From an optimization exercise on the open Yosys and OpenROAD flow, aimed at small area; shortcuts taken in it are not production practice.
In this exercise RTL edits were held to simulation tests only and were not proved equivalent to the original.
Power and IR drop assume default switching activity.

## design/flow/run.sh

```bash
#!/bin/bash
# synth_recipe.tcl (not shown) runs the flow's synth.tcl, then flattens the netlist and writes it again
# the make line also repeats each setting of config.mk as NAME=value (left out here)
make -C /OpenROAD-flow-scripts/flow DESIGN_CONFIG=/design/flow/config.mk WORK_HOME=/design/flow/orfs CLKGATE_MAP_FILE= SYNTH_SCRIPT=/design/flow/synth_recipe.tcl finish
```

## design/flow/config.mk

```make
export PLATFORM = sky130hd
export DESIGN_NAME = load_queue
export DESIGN_NICKNAME = load_queue
export VERILOG_FILES = /design/flow/design.v
export SDC_FILE = /design/flow/constraint.sdc
export NUM_CORES = 4
export LEC_CHECK = 0
export CAP_MARGIN = 0
export CORE_MARGIN = 2
export CORE_UTILIZATION = 60
export CTS_BUF_LIST = sky130_fd_sc_hd__clkbuf_4
export SLEW_MARGIN = 0
```

## design/flow/constraint.sdc

```tcl
create_clock -name core_clock -period 10.0 [get_ports {clk}]
set_input_delay 2.0000 -clock core_clock [delete_from_list [all_inputs] [get_ports {clk}]]
set_output_delay 2.0000 -clock core_clock [all_outputs]
set_load 0.01 [all_outputs]
```

## design/flow/design.v

```verilog
package lq_pkg;
    typedef logic [4:0]  lq_ptr_t;
    typedef logic [5:0]  rob_idx_t;
    typedef logic [6:0]  fwd_idx_t;    
    typedef logic [15:0] mem_addr_t;
    typedef logic [15:0] mem_data_t;
    typedef logic [5:0]  phy_reg_t;
endpackage
`timescale 1ns/1ns
module load_queue (
    input  logic        clk,
    input  logic        rst,
    input  logic        flsh,
    input  logic [4:0]  mis_pred_ld_ptr,
    input  logic [4:0]  cmmt_ld_ptr,
    input  logic [31:0] indx_ld_al,
    input  logic        mem_rd,
    input  logic [5:0]  indx_ls,
    input  logic [15:0] addr_ls,
    input  logic [5:0]  phy_addr_ld_in,
    input  logic        ld_grnt,
    input  logic        done,
    input  logic [15:0] data_ca,
    input  logic        fwd,
    input  logic        fwd_rdy,
    input  logic [15:0] data_sq,
    output logic        stll,
    output logic        ld_req,
    output logic [15:0] addr,
    output logic [5:0]  phy_addr_ld,
    output logic [5:0]  indx_ld,
    output logic [6:0]  indx_fwd,
    output logic [15:0] data_ld,
    output logic        vld_ld,
    output logic        reg_wrt_ld
);
    localparam int D = 24;
    logic [4:0] head, tail, tail_inc, tail_nxt;
    logic       full, full_nxt;
    logic [3:0] v;           
    logic       lanes_ok;    
    logic [3:0] a;           
    logic [2:0] n;
    always_comb begin
        for (int k = 0; k < 4; k++) v[k] = indx_ld_al[8*k+7];
        lanes_ok = (v[0] | ~v[1]) & (v[1] | ~v[2]) & (v[2] | ~v[3]);
        a = v & {4{lanes_ok}};
        n = 3'(a[0]) + 3'(a[1]) + 3'(a[2]) + 3'(a[3]);
    end
    always_comb begin
        logic [5:0] s;
        s = {1'b0, tail} + {3'b0, n};
        if (s >= 6'd24) s = s - 6'd24;
        tail_inc = s[4:0];
        tail_nxt = flsh ? mis_pred_ld_ptr : tail_inc;
        full_nxt = (tail_nxt == cmmt_ld_ptr) & (a[0] | (full & ~flsh));
    end
    always_ff @(posedge clk or negedge rst) begin
        if (!rst) begin
            head <= '0;
            tail <= '0;
            full <= 1'b0;
        end else begin
            head <= cmmt_ld_ptr;
            tail <= tail_nxt;
            full <= full_nxt;
        end
    end
    assign stll = full;
    logic [D-1:0] ge_head, lt_tail, occ, tail_oh, alloc_en;
    logic wrap;
    assign wrap = (tail < head) | full;
    always_comb begin
        for (int i = 0; i < D; i++) begin
            ge_head[i] = (5'(i) >= head);
            lt_tail[i] = (5'(i) < tail);
            tail_oh[i] = (5'(i) == tail);
            occ[i] = (ge_head[i] & lt_tail[i]) | (wrap & (ge_head[i] | lt_tail[i]));
        end
        for (int i = 0; i < D; i++) begin
            alloc_en[i] = (tail_oh[i] & a[0])
                        | (tail_oh[(i + D - 1) % D] & a[1])
                        | (tail_oh[(i + D - 2) % D] & a[2])
                        | (tail_oh[(i + D - 3) % D] & a[3]);
        end
    end
    logic [6:0] lane_rot [4];
    always_comb begin
        for (int j = 0; j < 4; j++)
            lane_rot[j] = indx_ld_al[8*((j - 32'(tail[1:0])) & 3) +: 7];
    end
    logic [6:0]  e_idx  [D];
    logic [15:0] e_addr [D];
    logic [5:0]  e_phy  [D];
    logic [D-1:0] pend, upd, cur, grant;
    logic         wb, busy;
    always_comb begin
        for (int i = 0; i < D; i++)
            upd[i] = mem_rd & occ[i] & (e_idx[i][5:0] == indx_ls);
    end
    always_ff @(posedge clk) begin
        for (int i = 0; i < D; i++) begin
            if (alloc_en[i])
                e_idx[i] <= lane_rot[i % 4];
            if (upd[i]) begin
                e_addr[i] <= addr_ls;
                e_phy[i]  <= phy_addr_ld_in;
            end
        end
    end
    always_ff @(posedge clk or negedge rst) begin
        if (!rst)
            pend <= '0;
        else
            pend <= (pend & ~({D{wb}} & cur)) | upd;
    end
    always_comb begin
        logic [D-1:0] hreq;
        logic         seen_h, seen;
        hreq = pend & ge_head;
        seen_h = 1'b0;
        seen = 1'b0;
        for (int i = 0; i < D; i++) begin
            grant[i] = hreq[i] & ~seen_h;
            seen_h = seen_h | hreq[i];
        end
        if (!seen_h) begin
            for (int i = 0; i < D; i++) begin
                grant[i] = pend[i] & ~seen;
                seen = seen | pend[i];
            end
        end
    end
    always_ff @(posedge clk) begin
        if (!busy)
            cur <= grant;
    end
    always_comb begin
        addr        = '0;
        phy_addr_ld = '0;
        indx_fwd    = '0;
        for (int i = 0; i < D; i++) begin
            addr        = addr        | (e_addr[i] & {16{cur[i]}});
            phy_addr_ld = phy_addr_ld | (e_phy[i]  & {6{cur[i]}});
            indx_fwd    = indx_fwd    | (e_idx[i]  & {7{cur[i]}});
        end
    end
    assign indx_ld = indx_fwd[5:0];
    typedef enum logic [2:0] {
        st_idle    = 3'b000,
        st_req     = 3'b001,
        st_wb      = 3'b010,
        st_both    = 3'b011,
        st_issued  = 3'b100,
        st_got_ca  = 3'b101,
        st_sq_miss = 3'b110,    
        st_sq_hit  = 3'b111     
    } st_e;
    st_e state, state_nxt;
    always_comb begin
        state_nxt = state;
        case (state)
            st_idle:    if (|pend) state_nxt = st_req;
            st_req:     if (ld_grnt) state_nxt = st_issued;
            st_issued: begin
                if (done & fwd_rdy)  state_nxt = st_both;
                else if (done)       state_nxt = st_got_ca;
                else if (fwd_rdy & fwd) state_nxt = st_sq_hit;
                else if (fwd_rdy)    state_nxt = st_sq_miss;
            end
            st_got_ca:  if (fwd_rdy) state_nxt = st_wb;
            st_sq_miss,
            st_sq_hit:  if (done) state_nxt = st_wb;
            st_both:    state_nxt = st_wb;
            st_wb:      state_nxt = st_idle;
            default:    state_nxt = st_idle;
        endcase
    end
    always_ff @(posedge clk or negedge rst) begin
        if (!rst)
            state <= st_idle;
        else
            state <= state_nxt;
    end
    assign ld_req     = (state == st_req);
    assign wb         = (state == st_wb);
    assign busy       = state[2] | state[1];
    assign vld_ld     = wb;
    assign reg_wrt_ld = wb;
    logic [15:0] data_q;
    always_ff @(posedge clk) begin
        if (fwd_rdy & fwd)
            data_q <= data_sq;
        else if (done & (state != st_sq_hit))
            data_q <= data_ca;
    end
    assign data_ld = data_q;
endmodule
```

==> results of run 1 <==
==> metal layers <==
metal | global-route usage, % | routed length, um | vias to the layer above | share of wire (%)
li1 | - | - | 9158 | -
met1 | 51.0 | 38400 | 11300 | 37
met2 | 58.6 | 48200 | 1642 | 46
met3 | 9.01 | 12700 | 299 | 12
met4 | 16.9 | 4660 | 0 | 4.5
met5 | 0 | 0 | - | 0
==> worst paths after layout <==
path,from,to,slack [ps],cells past startpoint
setup / recovery,cur[14],indx_fwd[0],4150,7
min in group asynchronous,rst,pend[0],1100,1
hold reg to reg,pend[18],pend[18],530,1
setup reg to reg,head[4],e_addr[6][9],5840,9
max in group asynchronous,rst,tail[0],8210,1
hold / removal,pend[18],pend[18],530,1
==> cell usage in the layout (no fill, tap or decap), types with 42 or more instances in the layout <==
cell | netlist | layout
sky130_fd_sc_hd__clkdlybuf4s50_1 | 0 | 163
sky130_fd_sc_hd__buf_4 | 7 | 68
sky130_fd_sc_hd__nand4_1 | 87 | 87
sky130_fd_sc_hd__nand3_1 | 69 | 69
sky130_fd_sc_hd__nand2_1 | 77 | 77
sky130_fd_sc_hd__a22oi_1 | 238 | 238
sky130_fd_sc_hd__a22o_1 | 58 | 58
sky130_fd_sc_hd__clkinv_1 | 1 | 42
sky130_fd_sc_hd__a221oi_1 | 60 | 60
sky130_fd_sc_hd__edfxtp_1 | 736 | 736
sky130_fd_sc_hd__clkbuf_4 | 0 | 283
sky130_fd_sc_hd__xnor2_1 | 146 | 146
sky130_fd_sc_hd__nor2_1 | 80 | 79
==> cell families after synthesis <==
family                     Yosys count
adders and majority gates           33
buffers and inverters              167
and+or+nand+nor                    416
AOI/OAI and AO/OA                  507
muxes                               50
xor gates and xnor gates           151
DFF                                774
==> stage by stage <==
| stage | util, % | total power [mW] | instance area [um^2] | setup slack, ps |
|---|---|---|---|---|
| floorplan | - | 5.38 | 32300 | 4280 |
| global placement | 65.9 | 6.41 | 34900 | 4070 |
| detailed placement | 65.9 | 6.45 | 34900 | 4040 |
| CTS | 70.5 | 9.01 | 37300 | 4080 |
| global route | 70.6 | 9.38 | 37300 | 3980 |
| finish | 70.6 | 9.08 | 37300 | 4150 |
==> power by group through the flow <==
stage / clock network (mW) / logic (mW) / registers (mW)
4_1_cts: 2.63 / 2.38 / 4.00
6_report: 2.61 / 2.46 / 4.01
3_3_place_gp: 0 / 2.35 / 4.06
2_1_floorplan: 0 / 1.45 / 3.93
3_5_place_dp: 0 / 2.38 / 4.07
5_1_grt: 2.81 / 2.55 / 4.02
==> final cells by class <==
cell class / count / area [um^2]
Clock buffer: 283 / 2120
Tap cell: 688 / 861
Inverter: 24 / 90.1
Fill cell: 3609 / 15600
Timing Repair Buffer: 232 / 2150
Sequential cell: 774 / 23100
Multi-Input combinational cell: 1157 / 8700
Clock inverter: 58 / 315
Antenna cell: 3 / 7.51
==> flip-flops by register name, summed over array words and instances, names as in the netlist <==
name    count
data_q     16
e_addr    384
head        5
cur        24
tail        5
pend       24
e_phy     144
full        1
state       3
e_idx     168
==> worst register-to-register path, cell delays in order, from the launching register on <==
cell and delay (ps):
sky130_fd_sc_hd__dfrtp_1 690, sky130_fd_sc_hd__inv_2 330, sky130_fd_sc_hd__ha_1 370, sky130_fd_sc_hd__nor2b_1 140, sky130_fd_sc_hd__a21oi_1 190, sky130_fd_sc_hd__o21ai_2 70, sky130_fd_sc_hd__buf_4 220, sky130_fd_sc_hd__maj3_1 420
sky130_fd_sc_hd__nor3_2 920, sky130_fd_sc_hd__buf_4 490
==> tab_implementation.tex, run 1 <==
\begin{tabular}{lr}
\hline
Metric & Value \\
\hline
\multicolumn{2}{l}{\textbf{Timing}} \\
\quad Clock tree skew after final layout & 64.9 ps \\
\quad Final max-slew violation count & 0 \\
\quad Post-layout minimum cycle time & 5850 ps \\
\quad Share of the cycle needed by the critical path after routing & 58.5\% \\
\quad Worst hold-check slack & 528 ps \\
\quad Endpoints failing hold & 0 \\
\quad Peak clock frequency supported by timing & 0.171 GHz \\
\quad Worst rel slew slack & 13.5\% \\
\quad Fin Setup TNS & 0 ps \\
\quad RSZ-0062 raised after global routing & no \\
\quad Worst Tran Pin Value & 1290 ps \\
\quad Final setup violation count & 0 \\
\multicolumn{2}{l}{\textbf{Pwr}} \\
\quad Pleak & 12.3 nW \\
\quad Comb pwr share & 27.1\% \\
\quad Seq pwr share & 44.2\% \\
\quad Internal power & 5.93 mW \\
\quad Clk pwr share & 28.7\% \\
\quad Total power divided by cell area & 243 nW/um\^{}2 \\
\quad P\_sw & 3.15 mW \\
\quad Max rail drop VDD & 0.000167 V \\
\quad Switch share & 34.7\% \\
\multicolumn{2}{l}{\textbf{GRT}} \\
\quad Pin count of the biggest net entering global routing & 39 \\
\quad Via count of the first global-routing pass & 21.8k \\
\quad Initial antenna violation count & 3 \\
\quad GRT overflow & 0 \\
\quad First-pass GRT wire length & 149000 um \\
\quad Total global-route track usage & 37.6\% \\
\multicolumn{2}{l}{\textbf{Synthesis}} \\
\quad Post-synthesis instance total & 2098 \\
\quad Dominant cell by count in the synthesized netlist & sky130\_fd\_sc\_hd\_\_edfxtp\_1 \\
\quad Cell area after technology mapping & 32300 um\^{}2 \\
\quad Distinct cell type count after synthesis & 68 \\
\quad Proportion of register bits with asynchronous set or reset after synthesis & 4.91\% \\
\quad Simple-gate portion of the synthesized area & 6.67\% \\
\quad Seq/Total Area, Yosys & 71.4\% \\
\quad Combinational family with the most area after synthesis & compound AO/OA/AOI/OAI gates \\
\quad Post-synthesis share of cell area spent on full adders, half adders and majority gates & 1.18\% \\
\quad Number of enable flip-flop cells after synthesis & 736 \\
\quad Yosys top cell area share & 68.5\% \\
\quad Register bit count reported by yosys & 774 \\
\quad Top area cells in the synthesized netlist & sky130\_fd\_sc\_hd\_\_edfxtp\_1 (68\%), sky130\_fd\_sc\_hd\_\_a22oi\_1 (5.5\%), sky130\_fd\_sc\_hd\_\_xnor2\_1 (4.0\%) \\
\quad Avg Inst Size Synth & 15.4 um\^{}2 \\
\quad Yosys top cell by area & sky130\_fd\_sc\_hd\_\_edfxtp\_1 \\
\quad Share of synthesized area spent on multiplexers & 2.71\% \\
\quad Xor-xnor portion of the synthesized cell area & 4.10\% \\
\quad Post-synth net total & 2219 \\
\quad Top cells by count, synth & sky130\_fd\_sc\_hd\_\_edfxtp\_1 (736), sky130\_fd\_sc\_hd\_\_a22oi\_1 (238), sky130\_fd\_sc\_hd\_\_xnor2\_1 (146), sky130\_fd\_sc\_hd\_\_clkbuf\_1 (101), sky130\_fd\_sc\_hd\_\_nand4\_1 (87) \\
\quad Total number of yosys warnings & 5 \\
\quad Most used flip-flop cell after synthesis & sky130\_fd\_sc\_hd\_\_edfxtp\_1 \\
\quad Post-synthesis compound-gate area fraction & 11.8\% \\
\multicolumn{2}{l}{\textbf{Cells and area}} \\
\quad Area delta synth->final & 15.6\% \\
\quad Post-layout net count & 2497 \\
\quad Non-filler instance count after layout & 3219 \\
\quad Proportion of layout cells with a drive suffix above 1 & 18.6\% \\
\multicolumn{2}{l}{\textbf{Clock tree}} \\
\quad CTS hold repair buffers & 0 \\
\quad Clock latency on the worst-skew pair & 1050 ps \\
\quad Clock transition at the register clock pins on the worst setup and hold paths after CTS & 60 ps \\
\quad Postcts setup bufs & 0 \\
\quad CTS sink cnt & 774 \\
\quad Maximum buffer depth of the clock tree & 3 \\
\quad TritonCTS clock tree & built \\
\quad Number of instances resized during post-cts repair & 0 \\
\quad CTS root buf & sky130\_fd\_sc\_hd\_\_clkbuf\_4 \\
\quad Number of CTS-inserted buffers & 187 \\
\quad H-tree level count & 4 \\
\multicolumn{2}{l}{\textbf{Flow run}} \\
\quad Max Cap Viol & 0 \\
\multicolumn{2}{l}{\textbf{Die}} \\
\quad Placement row count & 84 \\
\quad Initial Utilization & 61.0\% \\
\quad Std-Cell Core Area & 52900 um\^{}2 \\
\quad X dimension of the die & 236 um \\
\quad Height of the chip & 236 um \\
\quad Top-level port count & 165 \\
\quad Die Footprint & 55700 um\^{}2 \\
\multicolumn{2}{l}{\textbf{Critical path}} \\
\quad Critical Path Start Type & flop \\
\quad Worst Setup End Kind & output port \\
\quad Largest stage delay, worst path & 820 ps \\
\quad Sum of buffers and inverters on the critical path & 2 \\
\quad Cell family with most CP delay & buffers and inverters \\
\quad Worst endpoint data arrival time & 3850 ps \\
\quad Critical-path top delay cell & sky130\_fd\_sc\_hd\_\_edfxtp\_1 \\
\quad Critical path class & flop to output port \\
\quad Critical Path Fanout Max & 16 \\
\quad Cells along the critical path & buf\_4 > a22o\_1 > a221oi\_1 > nand3\_1 > nor2\_1 > nand4\_1 > clkdlybuf4s50\_1 \\
\quad Required time at the endpoint of the critical path & 8000 ps \\
\multicolumn{2}{l}{\textbf{Routing}} \\
\quad Antenna violation net count after detailed routing & 0 \\
\quad Detailed-route via count & 22.4k \\
\quad First DRT Iteration DRCs & 3129 \\
\quad Router iterations before antenna repair & 7 \\
\quad Routed vias/inst & 6.95 \\
\quad Detailed-route DRC error count & 0 \\
\quad Per-cell routed wire length & 32.3 um \\
\quad Aggregate routed wire length & 104000 um \\
\multicolumn{2}{l}{\textbf{Min path}} \\
\quad Class of the worst hold path & flop to flop \\
\multicolumn{2}{l}{\textbf{Placement}} \\
\quad Total instance count after detailed placement & 2875 \\
\quad GPL Wtd Cong & 0.983 \\
\quad Number of buffers added on ports & 164 \\
\quad HPWL Detailed & 60700 um \\
\multicolumn{2}{l}{\textbf{Status}} \\
\quad Status & no timing/DRC/antenna violations \\
\hline
\end{tabular}
==> run 2, diff against run 1 <==
--- a/design/flow/config.mk
+++ b/design/flow/config.mk
@@ -9,4 +9,6 @@
 export CORE_MARGIN = 2
 export CORE_UTILIZATION = 60
-export CTS_BUF_LIST = sky130_fd_sc_hd__clkbuf_4
+export CTS_BUF_LIST = sky130_fd_sc_hd__clkbuf_8
+export CTS_CLUSTER_DIAMETER = 60
+export CTS_CLUSTER_SIZE = 16
 export SLEW_MARGIN = 0
==> run 2 against run 1 <==
Net effect:
- sequential share of layout area rose by 2.5 points
- first-iteration DRC count fell by 2.7%
- worst setup slack improved by 240 ps
- die area did not move
- sequential power barely moved
- fmax rose by 4.2%
- power fell by 11%
- critical path type unchanged
- largest cell class unchanged
- largest power group unchanged
==> tab_implementation.tex, run 2 <==
\begin{tabular}{lr}
\hline
Metric & Value \\
\hline
\multicolumn{2}{l}{\textbf{Synthesis}} \\
\quad Total number of yosys warnings & 5 \\
\quad Yosys top cell area share & 68.5\% \\
\quad Number of enable flip-flop cells after synthesis & 736 \\
\quad Most used flip-flop cell after synthesis & sky130\_fd\_sc\_hd\_\_edfxtp\_1 \\
\quad Share of synthesized area spent on multiplexers & 2.71\% \\
\quad Simple-gate portion of the synthesized area & 6.67\% \\
\quad Post-synthesis share of cell area spent on full adders, half adders and majority gates & 1.18\% \\
\quad Xor-xnor portion of the synthesized cell area & 4.10\% \\
\quad Proportion of register bits with asynchronous set or reset after synthesis & 4.91\% \\
\quad Register bit count reported by yosys & 774 \\
\quad Cell area after technology mapping & 32300 um\^{}2 \\
\quad Combinational family with the most area after synthesis & compound AO/OA/AOI/OAI gates \\
\quad Seq/Total Area, Yosys & 71.4\% \\
\quad Post-synth net total & 2219 \\
\quad Dominant cell by count in the synthesized netlist & sky130\_fd\_sc\_hd\_\_edfxtp\_1 \\
\quad Avg Inst Size Synth & 15.4 um\^{}2 \\
\quad Yosys top cell by area & sky130\_fd\_sc\_hd\_\_edfxtp\_1 \\
\quad Post-synthesis compound-gate area fraction & 11.8\% \\
\quad Top cells by count, synth & sky130\_fd\_sc\_hd\_\_edfxtp\_1 (736), sky130\_fd\_sc\_hd\_\_a22oi\_1 (238), sky130\_fd\_sc\_hd\_\_xnor2\_1 (146), sky130\_fd\_sc\_hd\_\_clkbuf\_1 (101), sky130\_fd\_sc\_hd\_\_nand4\_1 (87) \\
\quad Distinct cell type count after synthesis & 68 \\
\quad Top area cells in the synthesized netlist & sky130\_fd\_sc\_hd\_\_edfxtp\_1 (68\%), sky130\_fd\_sc\_hd\_\_a22oi\_1 (5.5\%), sky130\_fd\_sc\_hd\_\_xnor2\_1 (4.0\%) \\
\quad Post-synthesis instance total & 2098 \\
\multicolumn{2}{l}{\textbf{Placement}} \\
\quad Total instance count after detailed placement & 2875 \\
\quad HPWL Detailed & 60700 um \\
\quad Number of buffers added on ports & 164 \\
\quad Post-placement cell area & 34900 um\^{}2 \\
\quad GPL Wtd Cong & 0.983 \\
\multicolumn{2}{l}{\textbf{GRT}} \\
\quad First-pass GRT wire length & 146000 um \\
\quad Pin count of the biggest net entering global routing & 39 \\
\quad Total global-route track usage & 36.8\% \\
\quad Initial antenna violation count & 2 \\
\quad GRT overflow & 0 \\
\quad Via count of the first global-routing pass & 20.6k \\
\multicolumn{2}{l}{\textbf{Timing}} \\
\quad Clock tree skew after final layout & 48.2 ps \\
\quad Post-layout minimum cycle time & 5620 ps \\
\quad RSZ-0062 raised after global routing & no \\
\quad Final max-slew violation count & 0 \\
\quad Final setup violation count & 0 \\
\quad Worst rel slew slack & 12.0\% \\
\quad Peak clock frequency supported by timing & 0.178 GHz \\
\quad Worst Tran Pin Value & 1320 ps \\
\quad Endpoints failing hold & 0 \\
\quad Fin Setup TNS & 0 ps \\
\quad Share of the cycle needed by the critical path after routing & 56.2\% \\
\multicolumn{2}{l}{\textbf{Cells and area}} \\
\quad Non-filler instance count after layout & 2954 \\
\quad Proportion of layout cells with a drive suffix above 1 & 10.6\% \\
\quad Regs by FF count & e\_addr x384, e\_idx x168, e\_phy x144 \\
\quad Fillers & 3689 \\
\quad Leading cell type in the layout, fill and taps excluded & sky130\_fd\_sc\_hd\_\_edfxtp\_1 \\
\quad Final std cell area, no fill & 35900 um\^{}2 \\
\quad Post-layout net count & 2367 \\
\quad Register with the most flip-flops & e\_addr \\
\quad Commonest cells after routing, fill and taps aside & sky130\_fd\_sc\_hd\_\_edfxtp\_1 (736), sky130\_fd\_sc\_hd\_\_a22oi\_1 (238), sky130\_fd\_sc\_hd\_\_clkdlybuf4s50\_1 (163) \\
\quad Area delta synth->final & 11.1\% \\
\quad Largest register FFs & 384 \\
\quad Antenna Diode Count & 0 \\
\multicolumn{2}{l}{\textbf{Die}} \\
\quad X dimension of the die & 236 um \\
\quad Die Footprint & 55700 um\^{}2 \\
\quad Initial Utilization & 61.0\% \\
\quad Height of the chip & 236 um \\
\quad Top-level port count & 165 \\
\quad Placement row count & 84 \\
\quad Std-Cell Core Area & 52900 um\^{}2 \\
\multicolumn{2}{l}{\textbf{Critical path}} \\
\quad Critical Path Fanout Max & 16 \\
\quad Worst Setup End Kind & output port \\
\quad Worst endpoint data arrival time & 3620 ps \\
\quad Critical path class & flop to output port \\
\quad Required time at the endpoint of the critical path & 8000 ps \\
\quad Critical Path Start Type & flop \\
\quad Cell depth of the worst flop-to-flop path & 9 \\
\multicolumn{2}{l}{\textbf{Clock tree}} \\
\quad Maximum buffer depth of the clock tree & 3 \\
\quad CTS sink cnt & 774 \\
\quad Number of CTS-inserted buffers & 57 \\
\quad Postcts setup bufs & 0 \\
\quad TritonCTS clock tree & built \\
\quad CTS root buf & sky130\_fd\_sc\_hd\_\_clkbuf\_8 \\
\quad CTS hold repair buffers & 0 \\
\quad H-tree level count & 2 \\
\quad Number of instances resized during post-cts repair & 0 \\
\quad Clock latency on the worst-skew pair & 740 ps \\
\quad Clock transition at the register clock pins on the worst setup and hold paths after CTS & 100 ps \\
\multicolumn{2}{l}{\textbf{Min path}} \\
\quad Class of the worst hold path & flop to flop \\
\quad Number of stages on the worst hold path & 1 \\
\multicolumn{2}{l}{\textbf{Routing}} \\
\quad First DRT Iteration DRCs & 3044 \\
\quad Router iterations before antenna repair & 7 \\
\quad Routed vias/inst & 7.25 \\
\quad Aggregate routed wire length & 103000 um \\
\quad Antenna violation net count after detailed routing & 0 \\
\quad Per-cell routed wire length & 34.7 um \\
\quad Detailed-route DRC error count & 0 \\
\quad Detailed-route via count & 21.4k \\
\multicolumn{2}{l}{\textbf{Pwr}} \\
\quad Total power divided by cell area & 226 nW/um\^{}2 \\
\quad Tot Pwr & 8.10 mW \\
\quad Pleak & 11.4 nW \\
\quad Max rail drop VDD & 0.000180 V \\
\multicolumn{2}{l}{\textbf{Flow run}} \\
\quad Max Cap Viol & 0 \\
\multicolumn{2}{l}{\textbf{Status}} \\
\quad Status & no timing/DRC/antenna violations \\
\hline
\end{tabular}
-- run 2: cell counts after synthesis --
Identical to the previous run, type by type.
-- run 2: report_power, final --
part           switching [mW]  total, mW  internal, mW  leakage [nW]
registers               0.234       4.01          3.77          7.17
logic                    1.66       2.46         0.799          3.70
clock network            1.02       1.64         0.619         0.531
-- run 2: area by class of cell --
type / count / area (um^2) / area share (%)
Tap cell: 688 / 861 / 2.40
Clock buffer: 58 / 798 / 2.23
Inverter: 24 / 90.1 / 0.251
Multi-Input combinational cell: 1157 / 8700 / 24.3
Clock inverter: 21 / 208 / 0.579
Sequential cell: 774 / 23100 / 64.3
Timing Repair Buffer: 232 / 2150 / 5.99
-- run 2: metal layers --
layer  up-vias  GRT usage [%]  part of all wire, %
met5         -              0                    0
met4         0           14.8                  4.3
met3       272           6.40                   12
met2      1624           57.9                   47
met1     10800           51.6                   37
li1       8684              -                    -
-- run 2: worst max-delay path, stage by stage (launching register included) --
cell and delay [ps]:
sky130_fd_sc_hd__edfxtp_1 850, sky130_fd_sc_hd__buf_4 440, sky130_fd_sc_hd__a22o_1 230, sky130_fd_sc_hd__a221oi_1 260
sky130_fd_sc_hd__nand3_1 170, sky130_fd_sc_hd__nor2_1 140, sky130_fd_sc_hd__nand4_1 240, sky130_fd_sc_hd__clkdlybuf4s50_1 570
-- run 2: cells by family (layout without fill, tap and decap cells) --
logic type | count (synthesis) | in the layout
xor gates and xnor gates | 151 | 151
buffers and inverters | 167 | 335
DFF | 774 | 774
muxes | 50 | 50
and+or+nand+nor | 416 | 416
AOI/OAI and AO/OA | 507 | 507
adders and majority gates | 33 | 33
-- run 2: path summary, 6_finish.rpt --
check | slack (ps) | from | end
worst max-delay path | 4380 | cur[14] | indx_fwd[0]
worst min-delay path | 540 | pend[18] | pend[18]
worst max register to register | 5770 | head[4] | e_addr[6][15]
worst min register to register | 540 | pend[18] | pend[18]
max in group asynchronous | 7930 | rst | tail[0]
min in group asynchronous | 1430 | rst | pend[16]
-- run 2: per-stage QoR --
| step | setup WS [ps] | utilization, % | hold WS (ps) |
|---|---|---|---|
| after global routing | 4240 | 67.8 | 558 |
| final | 4380 | 67.8 | 540 |
| after CTS | 4440 | 67.8 | 535 |
| after floorplan | 4280 | - | 482 |
| after detailed placement | 4040 | 65.9 | 515 |
| after global placement | 4070 | 65.9 | 506 |
==> run 3, diff against run 2 <==
--- a/design/flow/config.mk
+++ b/design/flow/config.mk
@@ -9,6 +9,6 @@
 export CORE_MARGIN = 2
 export CORE_UTILIZATION = 60
-export CTS_BUF_LIST = sky130_fd_sc_hd__clkbuf_8
-export CTS_CLUSTER_DIAMETER = 60
-export CTS_CLUSTER_SIZE = 16
+export CTS_BUF_LIST = sky130_fd_sc_hd__clkbuf_16
+export CTS_CLUSTER_DIAMETER = 80
+export CTS_CLUSTER_SIZE = 22
 export SLEW_MARGIN = 0
==> run 3 against run 2 <==
Net effect:
- count of clock-buffer cells in the layout down 12
- final cell count down 0.64%
- combinational power about the same
- worst setup slack better by 150 ps
- core utilization up 0.58 points
- still clean on timing, DRC and antenna
- via count down 0.82%
- hold slack worse by 4.3 ps
- first-iteration DRC count up 2.3%
==> tab_implementation.tex, run 3 <==
\begin{tabular}{lr}
\hline
Metric & Value \\
\hline
\multicolumn{2}{l}{\textbf{Synthesis}} \\
\quad Cell area after technology mapping & 32300 um\^{}2 \\
\quad Post-synth net total & 2219 \\
\quad Total number of yosys warnings & 5 \\
\quad Seq/Total Area, Yosys & 71.4\% \\
\quad Avg Inst Size Synth & 15.4 um\^{}2 \\
\quad Top area cells in the synthesized netlist & sky130\_fd\_sc\_hd\_\_edfxtp\_1 (68\%), sky130\_fd\_sc\_hd\_\_a22oi\_1 (5.5\%), sky130\_fd\_sc\_hd\_\_xnor2\_1 (4.0\%) \\
\quad Yosys top cell area share & 68.5\% \\
\quad Top cells by count, synth & sky130\_fd\_sc\_hd\_\_edfxtp\_1 (736), sky130\_fd\_sc\_hd\_\_a22oi\_1 (238), sky130\_fd\_sc\_hd\_\_xnor2\_1 (146), sky130\_fd\_sc\_hd\_\_clkbuf\_1 (101), sky130\_fd\_sc\_hd\_\_nand4\_1 (87) \\
\quad Distinct cell type count after synthesis & 68 \\
\quad Number of enable flip-flop cells after synthesis & 736 \\
\quad Most used flip-flop cell after synthesis & sky130\_fd\_sc\_hd\_\_edfxtp\_1 \\
\quad Dominant cell by count in the synthesized netlist & sky130\_fd\_sc\_hd\_\_edfxtp\_1 \\
\quad Yosys top cell by area & sky130\_fd\_sc\_hd\_\_edfxtp\_1 \\
\quad Register bit count reported by yosys & 774 \\
\quad Proportion of register bits with asynchronous set or reset after synthesis & 4.91\% \\
\quad Post-synthesis instance total & 2098 \\
\multicolumn{2}{l}{\textbf{Cells and area}} \\
\quad Regs by FF count & e\_addr x384, e\_idx x168, e\_phy x144 \\
\quad Proportion of layout cells with a drive suffix above 1 & 10.1\% \\
\quad Non-filler instance count after layout & 2935 \\
\quad Register with the most flip-flops & e\_addr \\
\quad Antenna Diode Count & 0 \\
\quad Area delta synth->final & 12.1\% \\
\quad Fillers & 3636 \\
\quad Commonest cells after routing, fill and taps aside & sky130\_fd\_sc\_hd\_\_edfxtp\_1 (736), sky130\_fd\_sc\_hd\_\_a22oi\_1 (238), sky130\_fd\_sc\_hd\_\_clkdlybuf4s50\_1 (163) \\
\quad Post-layout net count & 2354 \\
\quad Leading cell type in the layout, fill and taps excluded & sky130\_fd\_sc\_hd\_\_edfxtp\_1 \\
\quad Largest register FFs & 384 \\
\multicolumn{2}{l}{\textbf{Die}} \\
\quad Placement row count & 84 \\
\quad Initial Utilization & 61.0\% \\
\quad Std-Cell Core Area & 52900 um\^{}2 \\
\quad Top-level port count & 165 \\
\quad X dimension of the die & 236 um \\
\quad Height of the chip & 236 um \\
\quad Die Footprint & 55700 um\^{}2 \\
\multicolumn{2}{l}{\textbf{Timing}} \\
\quad Final setup violation count & 0 \\
\quad Worst rel slew slack & 13.6\% \\
\quad Fin Setup TNS & 0 ps \\
\quad RSZ-0062 raised after global routing & no \\
\quad Slack of the critical path & 4540 ps \\
\quad Share of the cycle needed by the critical path after routing & 54.6\% \\
\quad Worst Tran Pin Value & 1290 ps \\
\quad Final max-slew violation count & 0 \\
\quad Post-layout minimum cycle time & 5460 ps \\
\quad Clock tree skew after final layout & 21.8 ps \\
\quad Peak clock frequency supported by timing & 0.183 GHz \\
\quad Endpoints failing hold & 0 \\
\multicolumn{2}{l}{\textbf{Clock tree}} \\
\quad CTS root buf & sky130\_fd\_sc\_hd\_\_clkbuf\_16 \\
\quad Maximum buffer depth of the clock tree & 3 \\
\quad Clock latency on the worst-skew pair & 610 ps \\
\quad CTS sink cnt & 774 \\
\quad Clock transition at the register clock pins on the worst setup and hold paths after CTS & 80 ps \\
\quad H-tree level count & 2 \\
\quad Number of CTS-inserted buffers & 44 \\
\quad CTS hold repair buffers & 0 \\
\quad Number of instances resized during post-cts repair & 0 \\
\quad Postcts setup bufs & 0 \\
\quad TritonCTS clock tree & built \\
\multicolumn{2}{l}{\textbf{Routing}} \\
\quad Detailed-route via count & 21.2k \\
\quad Detailed-route DRC error count & 0 \\
\quad Routed vias/inst & 7.24 \\
\quad Router iterations before antenna repair & 7 \\
\quad Per-cell routed wire length & 34.8 um \\
\quad Antenna violation net count after detailed routing & 0 \\
\quad Aggregate routed wire length & 102000 um \\
\quad First DRT Iteration DRCs & 3115 \\
\multicolumn{2}{l}{\textbf{Placement}} \\
\quad Setup slack at placement & 4040 ps \\
\quad Number of buffers added on ports & 164 \\
\quad Total instance count after detailed placement & 2875 \\
\quad GPL Wtd Cong & 0.983 \\
\quad HPWL Detailed & 60700 um \\
\multicolumn{2}{l}{\textbf{Critical path}} \\
\quad Worst endpoint data arrival time & 3460 ps \\
\quad Critical Path Start Type & flop \\
\quad Critical Path Fanout Max & 16 \\
\quad Required time at the endpoint of the critical path & 8000 ps \\
\quad Critical path class & flop to output port \\
\quad Worst Setup End Kind & output port \\
\multicolumn{2}{l}{\textbf{GRT}} \\
\quad First-pass GRT wire length & 146000 um \\
\quad GRT overflow & 0 \\
\quad Via count of the first global-routing pass & 20.5k \\
\quad Pin count of the biggest net entering global routing & 39 \\
\quad Initial antenna violation count & 1 \\
\quad Total global-route track usage & 36.6\% \\
\multicolumn{2}{l}{\textbf{Flow run}} \\
\quad Max Cap Viol & 0 \\
\multicolumn{2}{l}{\textbf{Pwr}} \\
\quad Max rail drop VDD & 0.000169 V \\
\quad Pleak & 11.5 nW \\
\quad Total power divided by cell area & 232 nW/um\^{}2 \\
\multicolumn{2}{l}{\textbf{Status}} \\
\quad Status & no timing/DRC/antenna violations \\
\multicolumn{2}{l}{\textbf{Min path}} \\
\quad Class of the worst hold path & flop to flop \\
\hline
\end{tabular}
-- run 3: per-layer routing --
layer	GRT usage (%)	share of wire (%)	up-vias
li1	-	-	8664
met1	51.1	38	10800
met2	58.5	47	1530
met3	6.65	12	265
met4	13.2	4.3	0
met5	0	0	-
-- run 3: cell type report --
type,count,area [um^2],area share [%]
Clock buffer,46,1150,3.18
Clock inverter,14,163,0.450
Inverter,24,90.1,0.249
Multi-Input combinational cell,1157,8700,24.1
Sequential cell,774,23100,63.7
Tap cell,688,861,2.38
Timing Repair Buffer,232,2150,5.94
-- run 3: stage by stage --
stage	util [%]	hold WS (ps)	area, um^2	total power [mW]
floorplan	-	482	32300	5.38
global placement	65.9	506	34900	6.41
detailed placement	65.9	515	34900	6.45
CTS	68.4	530	36200	8.29
global route	68.4	552	36200	8.60
finish	68.4	536	36200	8.38
-- run 3: worst max-delay path, cell delays in order (launching register included) --
cell and delay [ps]:
sky130_fd_sc_hd__edfxtp_1 830, sky130_fd_sc_hd__buf_4 440, sky130_fd_sc_hd__a22o_1 230, sky130_fd_sc_hd__a221oi_1 260, sky130_fd_sc_hd__nand3_1 160, sky130_fd_sc_hd__nor2_1 140, sky130_fd_sc_hd__nand4_1 230, sky130_fd_sc_hd__clkdlybuf4s50_1 560
-- run 3: final timing paths --
check,startpoint,to,slack [ps],cells past startpoint
worst min-delay path,pend[18],pend[18],540,1
worst max-delay path,cur[14],indx_fwd[0],4540,7
min in group asynchronous,rst,head[3],1560,1
worst min register to register,pend[18],pend[18],540,1
max in group asynchronous,rst,tail[0],7780,1
worst max register to register,head[4],e_addr[6][8],5770,9
-- run 3: kinds of logic (layout without fill, tap and decap cells) --
kind of cell,count (synthesis),in the layout,share of synthesized area [%]
buffers and inverters,167,316,2.06
XOR/XNOR,151,151,4.10
multiplexers,50,50,2.71
AND/OR/NAND/NOR,416,416,6.67
flip-flops,774,774,71.4
adder cells (fa/ha/maj),33,33,1.18
AO/OA/AOI/OAI,507,507,11.8
-- run 3: power by group --
| group | total [mW] | leakage [nW] | switching, mW | internal [mW] |
|---|---|---|---|---|
| Sequential | 4.01 | 7.17 | 0.233 | 3.77 |
| Combinational | 2.46 | 3.70 | 1.66 | 0.799 |
| Clock | 1.91 | 0.654 | 1.04 | 0.873 |
| Total | 8.38 | 11.5 | 2.93 | 5.45 |
==> run 4, diff against run 3 <==
==> design/flow/config.mk (replaced) <==
export PLATFORM = sky130hd
export DESIGN_NAME = load_queue
export DESIGN_NICKNAME = load_queue
export VERILOG_FILES = /design/flow/design.v
export SDC_FILE = /design/flow/constraint.sdc
export NUM_CORES = 4
export LEC_CHECK = 0
export CAP_MARGIN = 20
export CORE_MARGIN = 2
export CORE_UTILIZATION = 40
export SLEW_MARGIN = 20
==> run 4 against run 3 <==
Net effect:
- still clean
- sequential power about the same
- clock skew up 4.8 ps
- sequential cell count unchanged
- wire length up 7.1%
- clock power up 47%
- core utilization down 21 points
- final cell count up 16%
- power up 11%
- first-iteration DRC count down 13%
- fmax down 0.91%
- worst setup slack worse by 50 ps
- critical endpoint is now full
- largest power group unchanged
- highest routed layer is now met5
==> tab_implementation.tex, run 4 <==
\begin{tabular}{lr}
\hline
Metric & Value \\
\hline
\multicolumn{2}{l}{\textbf{Clock tree}} \\
\quad Maximum buffer depth of the clock tree & 3 \\
\quad CTS root buf & sky130\_fd\_sc\_hd\_\_clkbuf\_16 \\
\quad Number of instances resized during post-cts repair & 0 \\
\quad CTS sink cnt & 774 \\
\quad Postcts setup bufs & 0 \\
\quad TritonCTS clock tree & built \\
\quad Clock latency on the worst-skew pair & 640 ps \\
\quad CTS hold repair buffers & 0 \\
\quad Clock transition at the register clock pins on the worst setup and hold paths after CTS & 60 ps \\
\quad H-tree level count & 3 \\
\quad Number of CTS-inserted buffers & 80 \\
\multicolumn{2}{l}{\textbf{Critical path}} \\
\quad Critical Path Start Type & input port \\
\quad Worst endpoint data arrival time & 6070 ps \\
\quad Critical Path Fanout Max & 15 \\
\quad Required time at the endpoint of the critical path & 10560 ps \\
\quad Worst flop-to-flop path startpoint & head[4] \\
\quad Worst reg-to-reg setup slack & 6260 ps \\
\quad Cell depth of the worst flop-to-flop path & 9 \\
\quad Critical path class & input port to flop \\
\quad Worst Setup End Kind & flop \\
\quad Worst reg2reg path endpoint & e\_addr[19][7] \\
\multicolumn{2}{l}{\textbf{Min path}} \\
\quad Class of the worst hold path & flop to flop \\
\quad Hold path startpoint & pend[18] \\
\quad Min-Delay Endpoint & pend[18] \\
\quad Number of stages on the worst hold path & 1 \\
\multicolumn{2}{l}{\textbf{Timing}} \\
\quad Worst rel slew slack & 19.9\% \\
\quad Slack of the critical path & 4490 ps \\
\quad Worst Tran Pin Value & 1200 ps \\
\quad Worst hold-check slack & 545 ps \\
\quad Endpoints failing hold & 0 \\
\quad Share of the cycle needed by the critical path after routing & 55.1\% \\
\quad Clock tree skew after final layout & 26.6 ps \\
\quad Post-layout minimum cycle time & 5510 ps \\
\quad Final setup violation count & 0 \\
\quad RSZ-0062 raised after global routing & no \\
\quad Peak clock frequency supported by timing & 0.181 GHz \\
\quad Fin Setup TNS & 0 ps \\
\quad Final max-slew violation count & 0 \\
\multicolumn{2}{l}{\textbf{GRT}} \\
\quad GRT overflow & 0 \\
\quad Pin count of the biggest net entering global routing & 39 \\
\quad Total global-route track usage & 26.3\% \\
\quad Initial antenna violation count & 3 \\
\quad Via count of the first global-routing pass & 21.1k \\
\quad First-pass GRT wire length & 155000 um \\
\multicolumn{2}{l}{\textbf{Synthesis}} \\
\quad Distinct cell type count after synthesis & 68 \\
\quad Most used flip-flop cell after synthesis & sky130\_fd\_sc\_hd\_\_edfxtp\_1 \\
\quad Seq/Total Area, Yosys & 71.4\% \\
\quad Post-synthesis instance total & 2098 \\
\quad Avg Inst Size Synth & 15.4 um\^{}2 \\
\quad Top area cells in the synthesized netlist & sky130\_fd\_sc\_hd\_\_edfxtp\_1 (68\%), sky130\_fd\_sc\_hd\_\_a22oi\_1 (5.5\%), sky130\_fd\_sc\_hd\_\_xnor2\_1 (4.0\%) \\
\quad Proportion of register bits with asynchronous set or reset after synthesis & 4.91\% \\
\quad Total number of yosys warnings & 5 \\
\quad Dominant cell by count in the synthesized netlist & sky130\_fd\_sc\_hd\_\_edfxtp\_1 \\
\quad Top cells by count, synth & sky130\_fd\_sc\_hd\_\_edfxtp\_1 (736), sky130\_fd\_sc\_hd\_\_a22oi\_1 (238), sky130\_fd\_sc\_hd\_\_xnor2\_1 (146), sky130\_fd\_sc\_hd\_\_clkbuf\_1 (101), sky130\_fd\_sc\_hd\_\_nand4\_1 (87) \\
\quad Register bit count reported by yosys & 774 \\
\quad Yosys top cell by area & sky130\_fd\_sc\_hd\_\_edfxtp\_1 \\
\quad Post-synth net total & 2219 \\
\quad Yosys top cell area share & 68.5\% \\
\quad Number of enable flip-flop cells after synthesis & 736 \\
\quad Cell area after technology mapping & 32300 um\^{}2 \\
\multicolumn{2}{l}{\textbf{Die}} \\
\quad Placement row count & 104 \\
\quad Initial Utilization & 40.3\% \\
\quad Std-Cell Core Area & 80200 um\^{}2 \\
\quad Height of the chip & 288 um \\
\quad Die Footprint & 83000 um\^{}2 \\
\quad X dimension of the die & 288 um \\
\quad Top-level port count & 165 \\
\multicolumn{2}{l}{\textbf{Pwr}} \\
\quad Seq pwr share & 42.7\% \\
\quad Max rail drop VDD & 0.000216 V \\
\quad Internal power & 6.15 mW \\
\quad Comb pwr share & 27.1\% \\
\quad Clk pwr share & 30.1\% \\
\quad P\_sw & 3.18 mW \\
\quad Switch share & 34.1\% \\
\quad Total power divided by cell area & 247 nW/um\^{}2 \\
\quad Pleak & 12.1 nW \\
\multicolumn{2}{l}{\textbf{Cells and area}} \\
\quad Proportion of layout cells with a drive suffix above 1 & 12.3\% \\
\quad Area delta synth->final & 17.2\% \\
\quad Final std cell area, no fill & 37800 um\^{}2 \\
\quad Post-layout net count & 2396 \\
\quad Register with the most flip-flops & e\_addr \\
\quad Leading cell type in the layout, fill and taps excluded & sky130\_fd\_sc\_hd\_\_edfxtp\_1 \\
\quad Antenna Diode Count & 0 \\
\quad Non-filler instance count after layout & 3398 \\
\quad Commonest cells after routing, fill and taps aside & sky130\_fd\_sc\_hd\_\_edfxtp\_1 (736), sky130\_fd\_sc\_hd\_\_a22oi\_1 (238), sky130\_fd\_sc\_hd\_\_clkdlybuf4s50\_1 (163) \\
\quad Regs by FF count & e\_addr x384, e\_idx x168, e\_phy x144 \\
\quad Largest register FFs & 384 \\
\multicolumn{2}{l}{\textbf{Flow run}} \\
\quad Max Cap Viol & 0 \\
\multicolumn{2}{l}{\textbf{Routing}} \\
\quad Detailed-route DRC error count & 0 \\
\quad Routed vias/inst & 6.28 \\
\quad First DRT Iteration DRCs & 2719 \\
\quad Router iterations before antenna repair & 5 \\
\quad Detailed-route via count & 21.4k \\
\quad Aggregate routed wire length & 109000 um \\
\quad Antenna violation net count after detailed routing & 0 \\
\quad Per-cell routed wire length & 32.2 um \\
\multicolumn{2}{l}{\textbf{Placement}} \\
\quad HPWL Detailed & 63700 um \\
\quad GPL Wtd Cong & 0.922 \\
\quad Setup slack at placement & 3920 ps \\
\quad Total instance count after detailed placement & 3252 \\
\quad Number of buffers added on ports & 164 \\
\quad Post-placement cell area & 35400 um\^{}2 \\
\multicolumn{2}{l}{\textbf{Status}} \\
\quad Status & no timing/DRC/antenna violations \\
\hline
\end{tabular}
run 4: power by group through the flow:
stage          Clock [mW]  Combinational, mW  Sequential (mW)
2_1_floorplan           0               1.45             3.93
3_3_place_gp            0               2.45             4.04
3_5_place_dp            0               2.48             4.05
4_1_cts              2.85               2.49             3.98
5_1_grt              2.97               2.65             4.00
6_report             2.81               2.53             3.99
run 4: area by class of cell:
type | instances | area [um^2]
fill | 6947 | 42300
inverter | 24 | 90.1
clock inverter | 42 | 355
sequential | 774 | 23100
tap | 1060 | 1330
timing repair buffer | 238 | 2200
multi-input combinational | 1157 | 8700
clock buffer | 103 | 2090
run 4: routing by layer:
layer / GRT usage [%] / share of wire (%) / up-vias / routed length [um]
met5: 0 / 0.012 / - / 13
met4: 10.4 / 3.9 / 2 / 4300
met3: 4.13 / 9.5 / 225 / 10400
met2: 43.4 / 48 / 1332 / 52500
met1: 34.8 / 38 / 11000 / 42000
li1: - / - / 8790 / -
run 4: how the worst max path moves through the flow:
stage	startpoint	endpoint	cells past startpoint	slack, ps
4_1_cts	indx_ld_al[15]	full	15	4570
3_3_place_gp	indx_ld_al[15]	full	15	4140
5_1_grt	indx_ld_al[15]	full	15	4190
2_1_floorplan	indx_ls[0]	e_addr[15][0]	5	4280
3_5_place_dp	indx_ld_al[15]	full	15	3920
6_report	indx_ld_al[15]	full	15	4490
run 4: worst max-delay path, cell delays in order:
cell and delay [ps]:
sky130_fd_sc_hd__clkdlybuf4s50_1 680, sky130_fd_sc_hd__nand2_1 160, sky130_fd_sc_hd__o21ai_0 100, sky130_fd_sc_hd__nand2_1 360, sky130_fd_sc_hd__inv_1 220, sky130_fd_sc_hd__fa_1 510
sky130_fd_sc_hd__inv_1 90, sky130_fd_sc_hd__fa_1 200, sky130_fd_sc_hd__inv_1 60, sky130_fd_sc_hd__fa_1 440, sky130_fd_sc_hd__o31ai_1 370, sky130_fd_sc_hd__mux2i_1 240
sky130_fd_sc_hd__o311ai_0 240, sky130_fd_sc_hd__xnor2_1 210, sky130_fd_sc_hd__o2111a_1 180
run 4: cell families (layout without fill, tap and decap cells):
logic type               Yosys count  after routing  synth area share [%]
flip-flops                       774            774                  71.4
AO/OA/AOI/OAI                    507            507                  11.8
AND/OR/NAND/NOR                  416            416                  6.67
buffers and inverters            167            407                  2.06
XOR/XNOR                         151            151                  4.10
multiplexers                      50             50                  2.71
adder cells (fa/ha/maj)           33             33                  1.18
run 4: stage by stage:
stage	util (%)	total power, mW
after floorplan	-	5.38
after global placement	44.1	6.49
after detailed placement	44.1	6.53
after CTS	47.1	9.32
after global routing	47.2	9.62
final	47.2	9.33
==> run 5, diff against run 4 <==
==> design/flow/flow/run.sh (new file) <==
#!/bin/bash
# Own layout flow: the standard ORFS flow with
#  - the standard synthesis script, except that ABC maps for area (flow/abc_area.script)
#  - port buffers of the smallest buffer cell
#  - CTS with small clusters of clkbuf_8 and no dummy loads
set -euo pipefail
here=$(pwd)
export MY_ABC_SCRIPT=$here/flow/abc_area.script
export BUFFER_PORTS_ARGS="-buffer_cell sky130_fd_sc_hd__buf_1"
export CTS_ARGS="-sink_clustering_enable -repair_clock_nets -dont_use_dummy_load -buf_list sky130_fd_sc_hd__clkbuf_8 -sink_clustering_size 16 -sink_clustering_max_diameter 60"
bash standard.sh SYNTH_SCRIPT=$here/flow/synth_custom.tcl finish > $here/flow_make.log 2>&1
==> design/flow/flow/abc_area.script (new file) <==
&get -n
&st
&dch
&nf -a
&put
==> design/flow/flow/synth_custom.tcl (new file) <==
proc synth {args} { yosys synth -nofsm -noshare {*}$args }
set my_fh [open $::env(SCRIPTS_DIR)/synth.tcl]
set my_body [read $my_fh]
close $my_fh
set my_hook {source $::env(SCRIPTS_DIR)/synth_preamble.tcl}
set my_body [string map [list $my_hook "$my_hook\nset abc_args \[lreplace \$abc_args 1 1 \$::env(MY_ABC_SCRIPT)\]"] $my_body]
eval $my_body
# left out here: clear keep_hierarchy, flatten, clean up, hide names made inside functions, write 1_2_yosys.v
==> design/flow/standard.sh (new file) <==
#!/bin/bash
# synth_recipe.tcl (not shown) runs the flow's synth.tcl, then flattens the netlist and writes it again
# the make line also repeats each setting of config.mk as NAME=value (left out here)
make -C /OpenROAD-flow-scripts/flow DESIGN_CONFIG=/design/flow/config.mk WORK_HOME=/design/flow/orfs CLKGATE_MAP_FILE= SYNTH_SCRIPT=/design/flow/synth_recipe.tcl "${@:-finish}"
--- a/design/flow/config.mk
+++ b/design/flow/config.mk
@@ -6,6 +6,6 @@
 export NUM_CORES = 4
 export LEC_CHECK = 0
-export CAP_MARGIN = 20
+export CAP_MARGIN = 0
 export CORE_MARGIN = 2
-export CORE_UTILIZATION = 40
-export SLEW_MARGIN = 20
+export CORE_UTILIZATION = 60
+export SLEW_MARGIN = 0
removed: design/flow/run.sh
==> run 5 against run 4 <==
Net effect:
- largest power group unchanged
- largest cell class unchanged
- critical path depth grew 2
- core utilization up 19 points
- critical endpoint unchanged
- clock skew rose by 69 ps
- worst setup slack worse by 1200 ps
- non-clock buffer count is 10 lower
==> tab_implementation.tex, run 5 <==
\begin{tabular}{lr}
\hline
Metric & Value \\
\hline
\multicolumn{2}{l}{\textbf{Routing}} \\
\quad Routed vias/inst & 7.14 \\
\quad First DRT Iteration DRCs & 3270 \\
\quad Detailed-route DRC error count & 0 \\
\quad Antenna violation net count after detailed routing & 0 \\
\quad Router iterations before antenna repair & 6 \\
\quad Aggregate routed wire length & 93200 um \\
\quad Detailed-route via count & 20.9k \\
\quad Per-cell routed wire length & 31.9 um \\
\multicolumn{2}{l}{\textbf{Cells and area}} \\
\quad Commonest cells after routing, fill and taps aside & sky130\_fd\_sc\_hd\_\_edfxtp\_1 (736), sky130\_fd\_sc\_hd\_\_nand2\_1 (191), sky130\_fd\_sc\_hd\_\_buf\_1 (162) \\
\quad Post-layout net count & 2363 \\
\quad Layout Utilization & 66.5\% \\
\quad Fillers & 3627 \\
\quad Area of the multi-input gates & 8390 um\^{}2 \\
\quad Proportion of layout cells with a drive suffix above 1 & 7.77\% \\
\quad Leading cell type in the layout, fill and taps excluded & sky130\_fd\_sc\_hd\_\_edfxtp\_1 \\
\quad Register Area & 23100 um\^{}2 \\
\quad Register with the most flip-flops & e\_addr \\
\quad Area delta synth->final & 8.93\% \\
\quad Largest register FFs & 384 \\
\quad Non-filler instance count after layout & 2921 \\
\quad Final std cell area, no fill & 34300 um\^{}2 \\
\quad Regs by FF count & e\_addr x384, e\_idx x168, e\_phy x144 \\
\multicolumn{2}{l}{\textbf{Critical path}} \\
\quad Worst reg-to-reg setup slack & 3870 ps \\
\quad Worst endpoint data arrival time & 7260 ps \\
\quad Sum of buffers and inverters on the critical path & 6 \\
\quad Critical Path Fanout Max & 20 \\
\quad Worst flop-to-flop path startpoint & head[4] \\
\quad Worst Setup End Kind & flop \\
\quad Cells along the critical path & buf\_1 > and3\_1 > clkinv\_1 > o21a\_1 > clkinv\_1 > nand2\_1 > clkinv\_1 > fa\_1 > clkinv\_1 > fa\_1 > clkinv\_1 > fa\_1 > mux2\_1 > xor2\_1 > nor2\_1 > nand4\_1 > a21oi\_1 \\
\quad Critical path class & input port to flop \\
\quad Worst reg2reg path endpoint & cur[19] \\
\quad Critical-path top delay cell & sky130\_fd\_sc\_hd\_\_o21a\_1 \\
\quad Cell family with most CP delay & buffers and inverters \\
\quad Most used cell along the critical path & sky130\_fd\_sc\_hd\_\_clkinv\_1 \\
\quad Cell depth of the worst flop-to-flop path & 10 \\
\quad Required time at the endpoint of the critical path & 10600 ps \\
\quad Critical Path Start Type & input port \\
\quad Largest stage delay, worst path & 670 ps \\
\multicolumn{2}{l}{\textbf{GRT}} \\
\quad First-pass GRT wire length & 135000 um \\
\quad GRT overflow & 0 \\
\quad Grt met2 use & 56.0\% \\
\quad Pin count of the biggest net entering global routing & 43 \\
\quad GRT busiest layer & met2 \\
\quad Total global-route track usage & 34.8\% \\
\quad Initial antenna violation count & 2 \\
\quad Met3 Track Usage GR & 4.54\% \\
\quad Routing usage on met1 & 47.5\% \\
\quad Via count of the first global-routing pass & 20.3k \\
\multicolumn{2}{l}{\textbf{Synthesis}} \\
\quad Number of enable flip-flop cells after synthesis & 736 \\
\quad Post-synth net total & 2084 \\
\quad Seq/Total Area, Yosys & 73.2\% \\
\quad Top cells by count, synth & sky130\_fd\_sc\_hd\_\_edfxtp\_1 (736), sky130\_fd\_sc\_hd\_\_nand2\_1 (191), sky130\_fd\_sc\_hd\_\_a222oi\_1 (147), sky130\_fd\_sc\_hd\_\_a22oi\_1 (87), sky130\_fd\_sc\_hd\_\_nand3\_1 (75) \\
\quad Proportion of register bits with asynchronous set or reset after synthesis & 4.91\% \\
\quad Post-synthesis instance total & 1963 \\
\quad Avg Inst Size Synth & 16.0 um\^{}2 \\
\quad Total number of yosys warnings & 5 \\
\quad Dominant cell by count in the synthesized netlist & sky130\_fd\_sc\_hd\_\_edfxtp\_1 \\
\quad Cell area after technology mapping & 31500 um\^{}2 \\
\quad Yosys top cell area share & 70.2\% \\
\quad Top area cells in the synthesized netlist & sky130\_fd\_sc\_hd\_\_edfxtp\_1 (70\%), sky130\_fd\_sc\_hd\_\_a222oi\_1 (4.7\%), sky130\_fd\_sc\_hd\_\_dfrtp\_1 (3.0\%) \\
\quad Most used flip-flop cell after synthesis & sky130\_fd\_sc\_hd\_\_edfxtp\_1 \\
\quad Distinct cell type count after synthesis & 53 \\
\quad Yosys top cell by area & sky130\_fd\_sc\_hd\_\_edfxtp\_1 \\
\quad Register bit count reported by yosys & 774 \\
\multicolumn{2}{l}{\textbf{Clock tree}} \\
\quad Number of instances resized during post-cts repair & 0 \\
\quad TritonCTS clock tree & built \\
\quad H-tree level count & 2 \\
\quad Maximum buffer depth of the clock tree & 3 \\
\quad CTS root buf & sky130\_fd\_sc\_hd\_\_clkbuf\_8 \\
\quad Postcts setup bufs & 0 \\
\quad Clock transition at the register clock pins on the worst setup and hold paths after CTS & 90 ps \\
\quad Clock latency on the worst-skew pair & 720 ps \\
\quad CTS hold repair buffers & 0 \\
\quad Number of CTS-inserted buffers & 56 \\
\quad CTS sink cnt & 774 \\
\multicolumn{2}{l}{\textbf{Pwr}} \\
\quad Pleak & 10.7 nW \\
\quad Tot Pwr & 7.64 mW \\
\quad Total power divided by cell area & 223 nW/um\^{}2 \\
\quad Max rail drop VDD & 0.000272 V \\
\multicolumn{2}{l}{\textbf{Min path}} \\
\quad Number of stages on the worst hold path & 1 \\
\quad Min-Delay Endpoint & pend[23] \\
\quad Class of the worst hold path & flop to flop \\
\quad Hold path startpoint & pend[23] \\
\multicolumn{2}{l}{\textbf{Timing}} \\
\quad Worst Tran Pin Value & 1350 ps \\
\quad Final max-slew violation count & 0 \\
\quad Peak clock frequency supported by timing & 0.150 GHz \\
\quad Worst rel slew slack & 9.14\% \\
\quad Final setup violation count & 0 \\
\quad RSZ-0062 raised after global routing & no \\
\quad Clock tree skew after final layout & 95.4 ps \\
\quad Worst hold-check slack & 556 ps \\
\quad Endpoints failing hold & 0 \\
\quad Fin Setup TNS & 0 ps \\
\quad Share of the cycle needed by the critical path after routing & 66.6\% \\
\quad Post-layout minimum cycle time & 6660 ps \\
\quad Slack of the critical path & 3340 ps \\
\multicolumn{2}{l}{\textbf{Placement}} \\
\quad GPL Wtd Cong & 0.953 \\
\quad Number of buffers added on ports & 164 \\
\quad Setup slack at placement & 2780 ps \\
\quad Post-placement cell area & 33500 um\^{}2 \\
\quad Total instance count after detailed placement & 2864 \\
\quad HPWL Detailed & 55900 um \\
\multicolumn{2}{l}{\textbf{Die}} \\
\quad Placement row count & 83 \\
\quad Initial Utilization & 61.0\% \\
\quad Std-Cell Core Area & 51600 um\^{}2 \\
\quad X dimension of the die & 233 um \\
\quad Top-level port count & 165 \\
\quad Die Footprint & 54300 um\^{}2 \\
\quad Height of the chip & 233 um \\
\multicolumn{2}{l}{\textbf{Status}} \\
\quad Status & no timing/DRC/antenna violations \\
\multicolumn{2}{l}{\textbf{Flow run}} \\
\quad Max Cap Viol & 0 \\
\hline
\end{tabular}
## run 5: cell count changes in the layout (fill, tap and decap cells not counted), sizes merged, moves of 27 or more
cell	change
inv	-27
xor2	+42
a22oi	-151
nand2	+112
clkbuf	-46
buf	+153
a221oi	-39
a22o	-54
a222oi	+147
xnor2	-73
clkdlybuf4s50	-163
nand4	-36
## run 5: worst max path at each step
| stage | start | end | slack (ps) | cells past startpoint |
|---|---|---|---|---|
| 5_1_grt | indx_ld_al[15] | full | 3020 | 18 |
| 6_report | indx_ld_al[15] | full | 3340 | 17 |
| 3_5_place_dp | indx_ld_al[15] | full | 2780 | 17 |
| 3_3_place_gp | indx_ld_al[15] | full | 2840 | 17 |
| 4_1_cts | indx_ld_al[15] | full | 3480 | 17 |
| 2_1_floorplan | indx_ld_al[15] | full | 3830 | 16 |
## run 5: metal layers
layer / part of all wire (%) / wire, um
met1: 38 / 35100
met2: 48 / 44300
met3: 9.3 / 8620
met4: 5.5 / 5130
met5: 0 / 0
## run 5: kinds of logic after synthesis
logic type	Yosys count	share of synthesized area (%)
adders and majority gates	29	1.08
xor gates and xnor gates	120	3.34
AOI/OAI and AO/OA	455	11.5
buffers and inverters	44	0.608
and+or+nand+nor	494	7.58
DFF	774	73.2
muxes	47	2.68
## run 5: layout make-up
| cell class | count | share of cell area (%) |
|---|---|---|
| inverter | 37 | 0.405 |
| sequential | 774 | 67.2 |
| tap | 680 | 2.48 |
| timing repair buffer | 228 | 3.20 |
| clock buffer | 56 | 2.25 |
| multi-input combinational | 1145 | 24.5 |
| antenna | 1 | 0.00730 |
## run 5: power by group
part / switching [mW] / leakage (nW) / internal (mW)
Clock: 0.938 / 0.403 / 0.499
Combinational: 1.61 / 3.09 / 0.667
Sequential: 0.150 / 7.16 / 3.77
Total: 2.70 / 10.7 / 4.94
==> run 6, diff against run 5 <==
--- a/design/flow/design.v
+++ b/design/flow/design.v
@@ -93,5 +93,5 @@
     logic [15:0] e_addr [D];
     logic [5:0]  e_phy  [D];
-    logic [D-1:0] pend, upd, cur, grant;
+    logic [D-1:0] pend, upd, cur;
     logic         wb, busy;
     always_comb begin
@@ -101,10 +101,7 @@
     always_ff @(posedge clk) begin
         for (int i = 0; i < D; i++) begin
-            if (alloc_en[i])
-                e_idx[i] <= lane_rot[i % 4];
-            if (upd[i]) begin
-                e_addr[i] <= addr_ls;
-                e_phy[i]  <= phy_addr_ld_in;
-            end
+            e_idx[i]  <= ({7{alloc_en[i]}} & lane_rot[i % 4]) | ({7{occ[i]}} & e_idx[i]);
+            e_addr[i] <= {16{~alloc_en[i]}} & (e_addr[i] | ({16{upd[i]}} & addr_ls));
+            e_phy[i]  <= {6{~alloc_en[i]}} & (e_phy[i] | ({6{upd[i]}} & phy_addr_ld_in));
         end
     end
@@ -115,24 +112,24 @@
             pend <= (pend & ~({D{wb}} & cur)) | upd;
     end
+    logic [4:0] grant_b, cur_b;
     always_comb begin
         logic [D-1:0] hreq;
-        logic         seen_h, seen;
+        logic [4:0]   gh, gl;
         hreq = pend & ge_head;
-        seen_h = 1'b0;
-        seen = 1'b0;
-        for (int i = 0; i < D; i++) begin
-            grant[i] = hreq[i] & ~seen_h;
-            seen_h = seen_h | hreq[i];
+        gh = '0;
+        gl = '0;
+        for (int i = D - 1; i >= 0; i--) begin
+            if (hreq[i]) gh = 5'(i);
+            if (pend[i]) gl = 5'(i);
         end
-        if (!seen_h) begin
-            for (int i = 0; i < D; i++) begin
-                grant[i] = pend[i] & ~seen;
-                seen = seen | pend[i];
-            end
-        end
+        grant_b = (|hreq) ? gh : gl;
+    end
+    always_comb begin
+        for (int i = 0; i < D; i++)
+            cur[i] = (cur_b == 5'(i));
     end
     always_ff @(posedge clk) begin
         if (!busy)
-            cur <= grant;
+            cur_b <= grant_b;
     end
     always_comb begin
@@ -189,10 +186,10 @@
     assign reg_wrt_ld = wb;
     logic [15:0] data_q;
-    always_ff @(posedge clk) begin
-        if (fwd_rdy & fwd)
-            data_q <= data_sq;
-        else if (done & (state != st_sq_hit))
-            data_q <= data_ca;
-    end
+    logic        sq_en, ca_en;
+    assign sq_en = fwd_rdy & fwd;
+    assign ca_en = done & ~sq_en & (state != st_sq_hit);
+    always_ff @(posedge clk)
+        data_q <= ({16{sq_en}} & data_sq) | ({16{ca_en}} & data_ca)
+                | ({16{~(sq_en | ca_en)}} & data_q);
     assign data_ld = data_q;
 endmodule
==> design/flow/flow/abc_area.script (replaced) <==
&get -n
&st
&syn2
&dch
&nf -a
&put
==> run 6 against run 5 <==
Net effect:
- still clean on timing, DRC and antenna
- non-clock buffer count is 20 higher
- core utilization up 0.79 points
- wire length is 23% higher
- worst setup slack lost 470 ps
- clock skew grew 49 ps
- synthesized cell count up 64%
- first-iteration DRC count up 27%
- critical path depth is 1 higher
- power shrank 4.8%
- critical path type unchanged
- critical endpoint unchanged
==> tab_implementation.tex, run 6 <==
\begin{tabular}{lr}
\hline
Metric & Value \\
\hline
\multicolumn{2}{l}{\textbf{Die}} \\
\quad Initial Utilization & 61.1\% \\
\quad Die Footprint & 51900 um\^{}2 \\
\quad Std-Cell Core Area & 49200 um\^{}2 \\
\multicolumn{2}{l}{\textbf{Synthesis}} \\
\quad Number of enable flip-flop cells after synthesis & 5 \\
\quad Yosys top cell by area & sky130\_fd\_sc\_hd\_\_dfxtp\_1 \\
\quad Top area cells in the synthesized netlist & sky130\_fd\_sc\_hd\_\_dfxtp\_1 (47\%), sky130\_fd\_sc\_hd\_\_a21oi\_1 (10\%), sky130\_fd\_sc\_hd\_\_nor2\_1 (7.7\%) \\
\quad Total number of yosys warnings & 5 \\
\quad Post-synth net total & 3346 \\
\quad Avg Inst Size Synth & 9.31 um\^{}2 \\
\multicolumn{2}{l}{\textbf{Min path}} \\
\quad Min-Delay Endpoint & data\_q[12] \\
\multicolumn{2}{l}{\textbf{Cells and area}} \\
\quad Leading cell type in the layout, fill and taps excluded & sky130\_fd\_sc\_hd\_\_dfxtp\_1 \\
\quad Proportion of layout cells with a drive suffix above 1 & 6.16\% \\
\quad Register with the most flip-flops & e\_addr \\
\multicolumn{2}{l}{\textbf{Timing}} \\
\quad Peak clock frequency supported by timing & 0.140 GHz \\
\quad RSZ-0062 raised after global routing & no \\
\quad Final setup violation count & 0 \\
\multicolumn{2}{l}{\textbf{Clock tree}} \\
\quad CTS hold repair buffers & 0 \\
\multicolumn{2}{l}{\textbf{Pwr}} \\
\quad Total power divided by cell area & 220 nW/um\^{}2 \\
\quad P\_sw & 2.65 mW \\
\multicolumn{2}{l}{\textbf{GRT}} \\
\quad Pin count of the biggest net entering global routing & 39 \\
\multicolumn{2}{l}{\textbf{Status}} \\
\quad Status & no timing/DRC/antenna violations \\
\multicolumn{2}{l}{\textbf{Critical path}} \\
\quad Critical Path Fanout Max & 17 \\
\quad Sum of buffers and inverters on the critical path & 5 \\
\hline
\end{tabular}
run 6: cell count changes after synthesis, moves of 16 or more:
cell and delta:
sky130_fd_sc_hd__a21oi_1 +548, sky130_fd_sc_hd__a21o_1 -16, sky130_fd_sc_hd__nor2_1 +558, sky130_fd_sc_hd__nand2_1 -26, sky130_fd_sc_hd__xor2_1 -30, sky130_fd_sc_hd__nor4_1 -17
sky130_fd_sc_hd__xnor2_1 +62, sky130_fd_sc_hd__a22o_1 +199, sky130_fd_sc_hd__mux2_1 -17, sky130_fd_sc_hd__dfxtp_1 +712, sky130_fd_sc_hd__nand2b_1 +18, sky130_fd_sc_hd__edfxtp_1 -731
sky130_fd_sc_hd__a22oi_1 +28, sky130_fd_sc_hd__a222oi_1 -20
run 6: kinds of logic (layout without fill, tap and decap cells):
group / Yosys count / count (layout) / synth area share, %
buffers and inverters: 33 / 329 / 0.500
DFF: 755 / 755 / 51.1
AOI/OAI and AO/OA: 1196 / 1196 / 26.7
and+or+nand+nor: 1044 / 1044 / 15.0
adders and majority gates: 30 / 30 / 1.17
muxes: 15 / 15 / 1.09
other: 0 / 1 / 0
xor gates and xnor gates: 152 / 152 / 4.43
run 6: worst max path at each step:
stage                         startpoint    to  slack (ps)  cells after the start
after CTS                 indx_ld_al[15]  full        3090                     18
final                     indx_ld_al[15]  full        2870                     18
after global routing      indx_ld_al[15]  full        2530                     18
after floorplan           indx_ld_al[15]  full        3720                     16
after detailed placement  indx_ld_al[15]  full        2420                     18
after global placement    indx_ld_al[15]  full        2640                     18
run 6: per-layer routing:
layer	GRT usage [%]	routed length, um
met5	0	0
met4	30.3	8880
met2	66.1	50200
met3	6.96	13100
met1	54.2	42200
run 6: final cells by class:
class	count	area (um^2)
fill	3979	16100
inverter	26	97.6
clock buffer	55	757
sequential	755	15400
timing repair buffer	248	1250
antenna	1	2.50
tap	664	831
multi-input combinational	2437	14800
run 6: power groups by stage:
stage	clock network [mW]	registers (mW)	logic (mW)
floorplan	0	3.88	1.10
global placement	0	3.93	1.80
detailed placement	0	3.97	1.85
CTS	1.43	3.90	1.86
global route	1.53	3.97	2.04
finish	1.43	3.92	1.92
run 6: worst reg2reg max path, delay by kind of cell (launching register included):
| family | cells | cell delay [ps] |
|---|---|---|
| adders and majority gates | 1 | 310 |
| and+or+nand+nor | 5 | 1320 |
| DFF | 1 | 540 |
| buffers and inverters | 2 | 520 |
| AOI/OAI and AO/OA | 6 | 1680 |
run 6: metrics by stage:
stage | std cells | hold slack (ps) | area [um^2]
final | 4186 | 445 | 33100
after global routing | 4185 | 479 | 33100
after CTS | 4185 | 446 | 33100
after detailed placement | 4130 | 433 | 32300
after global placement | 4130 | 427 | 32300
after floorplan | 3225 | 436 | 30000
